From an optimization exercise on the open Yosys and OpenROAD flow, aimed at small area; shortcuts taken in it are not production practice. Where RTL was checked, it was by simulation tests only, not by an equivalence proof against the original. Power and IR drop assume default switching activity.

==> flow/design.v <==
`default_nettype none
package msix_pkg;
    localparam int HDR_W  = 64;
    localparam int DATA_W = 64;
    localparam int BEAT_W = HDR_W + DATA_W;
    typedef enum logic [7:0] {
        KIND_MRD  = 8'h00,
        KIND_MWR  = 8'h40,
        KIND_CPL  = 8'h4a,
        KIND_INTR = 8'h30
    } kind_t;
    localparam logic [3:0] CPL_OK          = 4'h0;
    localparam logic [3:0] CPL_UNSUPPORTED = 4'h1;
    typedef struct packed {
        kind_t       kind;
        logic [3:0]  bar;
        logic [3:0]  length;
        logic [7:0]  tag;
        logic [39:0] addr;
    } req_hdr_t;
    typedef struct packed {
        kind_t       kind;
        logic [15:0] vector;
        logic [39:0] rsvd;
    } intr_hdr_t;
    typedef union packed {
        req_hdr_t  req;
        intr_hdr_t intr;
    } hdr_word_u;
endpackage
`default_nettype wire
`timescale 1ns/1ps
`default_nettype none
module msix_shim_top #(
    parameter int TABLE_SIZE    = 8,
    parameter int TABLE_OFFSET  = 32'h2000,
    parameter int MSIX_BAR      = 0,
    parameter int BAR_LOG2_SIZE = 14
) (
    input  logic                        clk,
    input  logic                        rst_n,
    input  logic                        rx_in_valid,
    output logic                        rx_in_ready,
    input  logic [msix_pkg::BEAT_W-1:0] rx_in_data,
    input  logic                        rx_in_last,
    output logic                        rx_out_valid,
    input  logic                        rx_out_ready,
    output logic [msix_pkg::BEAT_W-1:0] rx_out_data,
    output logic                        rx_out_last,
    input  logic                        tx_in_valid,
    output logic                        tx_in_ready,
    input  logic [msix_pkg::BEAT_W-1:0] tx_in_data,
    input  logic                        tx_in_last,
    output logic                        tx_out_valid,
    input  logic                        tx_out_ready,
    output logic [msix_pkg::BEAT_W-1:0] tx_out_data,
    output logic                        tx_out_last
);
    logic [1023:0] ring;
    logic [4:0]    phase;
    logic          clearing;
    logic          rx_sop;
    logic          tx_sop;
    logic          half;        
    logic [4:0]    phase_inc;
    assign phase_inc = phase + 5'd1;
    logic [31:0] st31, st30, st1, st0;
    assign st31 = ring[1023:992];
    assign st30 = ring[991:960];
    assign st1  = ring[63:32];
    assign st0  = ring[31:0];
    logic [7:0] rx_kind;
    logic [3:0] rx_len;
    logic [4:0] rx_w;
    logic       is_tbl, is_wr, len2, form_ok, ph_w, ph_pair;
    logic       wr_now, wr_acc, cpl_go;
    assign rx_kind = rx_in_data[63:56];
    assign rx_len  = rx_in_data[51:48];
    assign rx_w    = rx_in_data[6:2];
    assign is_tbl  = rx_sop && (rx_kind[7] == 1'b0) && (rx_kind[5:0] == 6'd0) &&
                     (rx_in_data[55:52] == 4'd0) &&
                     (rx_in_data[13:7] == 7'b1000000);
    assign is_wr   = rx_kind[6];
    assign len2    = (rx_len == 4'd2);
    assign form_ok = (rx_len == 4'd1) || (len2 && !rx_in_data[2]);
    assign ph_w    = (phase == rx_w);
    assign ph_pair = (phase[4:1] == rx_w[4:1]);
    assign wr_now = rx_in_valid && is_tbl && is_wr && form_ok && !clearing &&
                    (len2 ? (ph_pair && (!phase[0] || half)) : ph_w);
    assign wr_acc = len2 ? phase[0] : 1'b1;
    logic cpl_due, cpl_due_d;
    assign cpl_due_d = rx_in_valid && is_tbl && !is_wr && (phase_inc == rx_w) &&
                       !(clearing && phase != 5'd31);
    assign cpl_go    = cpl_due && tx_sop;
    assign rx_out_valid = rx_in_valid && !is_tbl;
    assign rx_out_data  = rx_in_data;
    assign rx_out_last  = rx_in_last;
    assign rx_in_ready = !is_tbl ? rx_out_ready :
                         is_wr   ? (!form_ok || (wr_now && wr_acc)) :
                                   (cpl_go && tx_out_ready);
    logic       is_intr, vec_big, intr_slot, intr_go;
    assign is_intr   = tx_sop && (tx_in_data[63:56] == 8'h30);
    assign vec_big   = |tx_in_data[55:43];
    assign intr_slot = !clearing && !wr_now && (phase == {tx_in_data[42:40], 2'b10});
    assign intr_go   = intr_slot && !vec_big && !st30[0] && !cpl_go;
    assign tx_in_ready = is_intr ? (vec_big || (intr_slot && (st30[0] || (!cpl_go && tx_out_ready))))
                                 : (!cpl_go && tx_out_ready);
    assign tx_out_valid = cpl_go || (tx_in_valid && (is_intr ? intr_go : !cpl_go));
    logic [31:0] ring_in;
    logic        in_lo, in_hi, in_keep;
    assign in_hi   = wr_now && len2 && phase[0];
    assign in_lo   = wr_now && !(len2 && phase[0]);
    assign in_keep = !wr_now && !clearing;
    logic sel_p, sel_c, sel_i, sel_c_lo, sel_c_hi;
    assign sel_c    = cpl_go;
    assign sel_i    = !cpl_go && is_intr;
    assign sel_p    = !cpl_go && !is_intr;
    assign sel_c_lo = cpl_go && form_ok;
    assign sel_c_hi = cpl_go && form_ok && len2;
    for (genvar i = 0; i < 32; i++) begin : g_o
        msix_ao2 u_hi (.a(tx_in_data[96+i]), .sa(sel_p), .b(st30[i]), .sb(sel_c_hi), .y(tx_out_data[96+i]));
        msix_ao2 u_lo (.a(tx_in_data[64+i]), .sa(sel_p), .b(st31[i]), .sb(sel_c_lo || sel_i), .y(tx_out_data[64+i]));
        msix_ao3 u_ad (.a(tx_in_data[i]), .sa(sel_p), .b(rx_in_data[i]), .sb(sel_c), .c(st1[i]), .sc(sel_i), .y(tx_out_data[i]));
        msix_ao3 u_in (.a(rx_in_data[64+i]), .sa(in_lo), .b(rx_in_data[96+i]), .sb(in_hi), .c(st31[i]), .sc(in_keep), .y(ring_in[i]));
    end
    for (genvar i = 0; i < 8; i++) begin : g_a
        msix_ao3 u_ah (.a(tx_in_data[32+i]), .sa(sel_p), .b(rx_in_data[32+i]), .sb(sel_c), .c(st0[i]), .sc(sel_i), .y(tx_out_data[32+i]));
        msix_ao2 u_tg (.a(tx_in_data[40+i]), .sa(sel_p), .b(rx_in_data[40+i]), .sb(sel_c), .y(tx_out_data[40+i]));
    end
    for (genvar i = 0; i < 4; i++) begin : g_l
        if (i == 0)
            msix_ao3 u_ln (.a(tx_in_data[48+i]), .sa(sel_p), .b(rx_in_data[48+i]), .sb(sel_c), .c(1'b1), .sc(sel_i), .y(tx_out_data[48+i]));
        else
            msix_ao2 u_ln (.a(tx_in_data[48+i]), .sa(sel_p), .b(rx_in_data[48+i]), .sb(sel_c), .y(tx_out_data[48+i]));
    end
    assign tx_out_data[63:56] = ({8{sel_p}} & tx_in_data[63:56]) | (sel_c ? 8'h4a : 8'h00) | (sel_i ? 8'h40 : 8'h00);
    assign tx_out_data[55:52] = ({4{sel_p}} & tx_in_data[55:52]) | {3'b000, sel_c && !form_ok};
    assign tx_out_last        = tx_in_last || !sel_p;
    always_ff @(posedge clk) begin
        if (!rst_n) begin
            phase    <= 5'd0;
            clearing <= 1'b1;
            rx_sop   <= 1'b1;
            tx_sop   <= 1'b1;
            half     <= 1'b0;
            cpl_due  <= 1'b0;
        end else begin
            cpl_due <= cpl_due_d;
            half  <= wr_now && len2 && !phase[0];
            phase <= phase_inc;
            if (phase == 5'd31) clearing <= 1'b0;
            if (rx_in_valid && rx_in_ready) rx_sop <= rx_in_last;
            if (tx_in_valid && tx_in_ready) tx_sop <= tx_in_last;
        end
    end
    always_ff @(posedge clk) begin
        ring <= {ring[991:0], ring_in};
    end
endmodule
`default_nettype wire
module msix_ao2 (
    input  logic a, sa, b, sb,
    output logic y
);
    assign y = (a && sa) || (b && sb);
endmodule
module msix_ao3 (
    input  logic a, sa, b, sb, c, sc,
    output logic y
);
    assign y = (a && sa) || (b && sb) || (c && sc);
endmodule
==> flow/config.mk <==
export PLATFORM = sky130hd
export DESIGN_NAME = msix_shim_top
export DESIGN_NICKNAME = msix_shim_top
export VERILOG_FILES = /design/flow/design.v
export SDC_FILE = /design/flow/constraint.sdc
export NUM_CORES = 4
export LEC_CHECK = 0
export CAP_MARGIN = 20
export CORE_MARGIN = 2
export CORE_UTILIZATION = 60
export PLACE_DENSITY = 0.7
export SLEW_MARGIN = 20
export SYNTH_HIERARCHICAL = 1
==> flow/constraint.sdc <==
create_clock -name core_clock -period 4.5 [get_ports {clk}]
set_input_delay 0.9000 -clock core_clock [delete_from_list [all_inputs] [get_ports {clk}]]
set_output_delay 0.9000 -clock core_clock [all_outputs]
set_load 0.01 [all_outputs]
standard.sh (not shown) runs the stock make flow with config.mk's settings and CLKGATE_MAP_FILE= SYNTH_SCRIPT=/design/flow/synth_recipe.tcl, a recipe that flattens the netlist after the stock synthesis.
==> flow/flow/run.sh <==
#!/bin/bash
set -euo pipefail
source flow/knobs.sh
CTS_ARGS_V="-sink_clustering_enable -repair_clock_nets -dont_use_dummy_load"
[[ -n "${CTS_SIZE:-}" ]] && CTS_ARGS_V+=" -sink_clustering_size ${CTS_SIZE}"
[[ -n "${CTS_DIAM:-}" ]] && CTS_ARGS_V+=" -sink_clustering_max_diameter ${CTS_DIAM}"
[[ -n "${CTS_BUFS:-}" ]] && CTS_ARGS_V+=" -buf_list {${CTS_BUFS}}"

bash standard.sh \
  BUFFER_PORTS_ARGS="-buffer_cell sky130_fd_sc_hd__buf_1" \
  CTS_ARGS="${CTS_ARGS_V}" \
  finish > make_finish.log 2>&1
==> flow/flow/knobs.sh <==
CTS_SIZE=20; CTS_DIAM=60; CTS_BUFS="sky130_fd_sc_hd__clkbuf_8"
Next try:
--- a/flow/design.v
+++ b/flow/design.v
@@ -61,10 +61,8 @@
     logic          clearing;
     logic          rx_sop;
     logic          tx_sop;
     logic          half;        
-    logic [4:0]    phase_inc;
-    assign phase_inc = phase + 5'd1;
     logic [31:0] st31, st30, st1, st0;
     assign st31 = ring[1023:992];
     assign st30 = ring[991:960];
     assign st1  = ring[63:32];
@@ -87,12 +85,9 @@
     assign ph_pair = (phase[4:1] == rx_w[4:1]);
     assign wr_now = rx_in_valid && is_tbl && is_wr && form_ok && !clearing &&
                     (len2 ? (ph_pair && (!phase[0] || half)) : ph_w);
     assign wr_acc = len2 ? phase[0] : 1'b1;
-    logic cpl_due, cpl_due_d;
-    assign cpl_due_d = rx_in_valid && is_tbl && !is_wr && (phase_inc == rx_w) &&
-                       !(clearing && phase != 5'd31);
-    assign cpl_go    = cpl_due && tx_sop;
+    assign cpl_go = rx_in_valid && is_tbl && !is_wr && !clearing && ph_w && tx_sop;
     assign rx_out_valid = rx_in_valid && !is_tbl;
     assign rx_out_data  = rx_in_data;
     assign rx_out_last  = rx_in_last;
     assign rx_in_ready = !is_tbl ? rx_out_ready :
@@ -126,29 +121,24 @@
     for (genvar i = 0; i < 8; i++) begin : g_a
         msix_ao3 u_ah (.a(tx_in_data[32+i]), .sa(sel_p), .b(rx_in_data[32+i]), .sb(sel_c), .c(st0[i]), .sc(sel_i), .y(tx_out_data[32+i]));
         msix_ao2 u_tg (.a(tx_in_data[40+i]), .sa(sel_p), .b(rx_in_data[40+i]), .sb(sel_c), .y(tx_out_data[40+i]));
     end
-    for (genvar i = 0; i < 4; i++) begin : g_l
-        if (i == 0)
-            msix_ao3 u_ln (.a(tx_in_data[48+i]), .sa(sel_p), .b(rx_in_data[48+i]), .sb(sel_c), .c(1'b1), .sc(sel_i), .y(tx_out_data[48+i]));
-        else
-            msix_ao2 u_ln (.a(tx_in_data[48+i]), .sa(sel_p), .b(rx_in_data[48+i]), .sb(sel_c), .y(tx_out_data[48+i]));
+    always_comb begin
+        tx_out_data[63:56]  = ({8{sel_p}} & tx_in_data[63:56]) | (sel_c ? 8'h4a : 8'h00) | (sel_i ? 8'h40 : 8'h00);
+        tx_out_data[55:52]  = ({4{sel_p}} & tx_in_data[55:52]) | {3'b000, sel_c && !form_ok};
+        tx_out_data[51:48]  = ({4{sel_p}} & tx_in_data[51:48]) | ({4{sel_c}} & rx_in_data[51:48]) | {3'b000, sel_i};
+        tx_out_last         = tx_in_last || !sel_p;
     end
-    assign tx_out_data[63:56] = ({8{sel_p}} & tx_in_data[63:56]) | (sel_c ? 8'h4a : 8'h00) | (sel_i ? 8'h40 : 8'h00);
-    assign tx_out_data[55:52] = ({4{sel_p}} & tx_in_data[55:52]) | {3'b000, sel_c && !form_ok};
-    assign tx_out_last        = tx_in_last || !sel_p;
     always_ff @(posedge clk) begin
         if (!rst_n) begin
             phase    <= 5'd0;
             clearing <= 1'b1;
             rx_sop   <= 1'b1;
             tx_sop   <= 1'b1;
             half     <= 1'b0;
-            cpl_due  <= 1'b0;
         end else begin
-            cpl_due <= cpl_due_d;
             half  <= wr_now && len2 && !phase[0];
-            phase <= phase_inc;
+            phase <= phase + 5'd1;
             if (phase == 5'd31) clearing <= 1'b0;
             if (rx_in_valid && rx_in_ready) rx_sop <= rx_in_last;
             if (tx_in_valid && tx_in_ready) tx_sop <= tx_in_last;
         end
What happened:
- The changed run finished clean
- synthesized cell count hardly moves
- design area stays flat
- clock power decreases by about 1%
- total power is lower by 0.40%
- area after synthesis hardly moves
No functional check of the RTL was part of the first run of this note.

afterwards: timing with drivers on the ports:
The results above use ideal ports. As a check the final layouts listed here were re-extracted and re-timed, cells and wires unchanged. Step 1: set_driving_cell puts a clkbuf_16 on clk and a buf_2 on each other input, an assumption about the parent block. Step 2 adds t to the input delays and takes it off the output delays; t is the mean of the earliest and latest rising clock arrival at the registers after step 1. Input paths then give back, and output paths get back, about the clock's delay inside the block. Slacks: no drivers / after step 1 / after step 2; pairs: no drivers / after step 1.
run | t (ns) | setup slack, ns | hold slack, ns | worst setup path at the end
the first run | 0.679 | 0.305 / 0.253 / 0.328 | 0.279 / 0.279 / 0.279 | input to output
the second run | 0.690 | 0.135 / 0.098 / 0.098 | 0.278 / 0.278 / 0.278 | input to output
After both steps setup and hold are still met in every run listed. For the second run, which loses most, drivers alone change the setup slack by -0.037 ns; drivers and shift together by -0.037 ns.
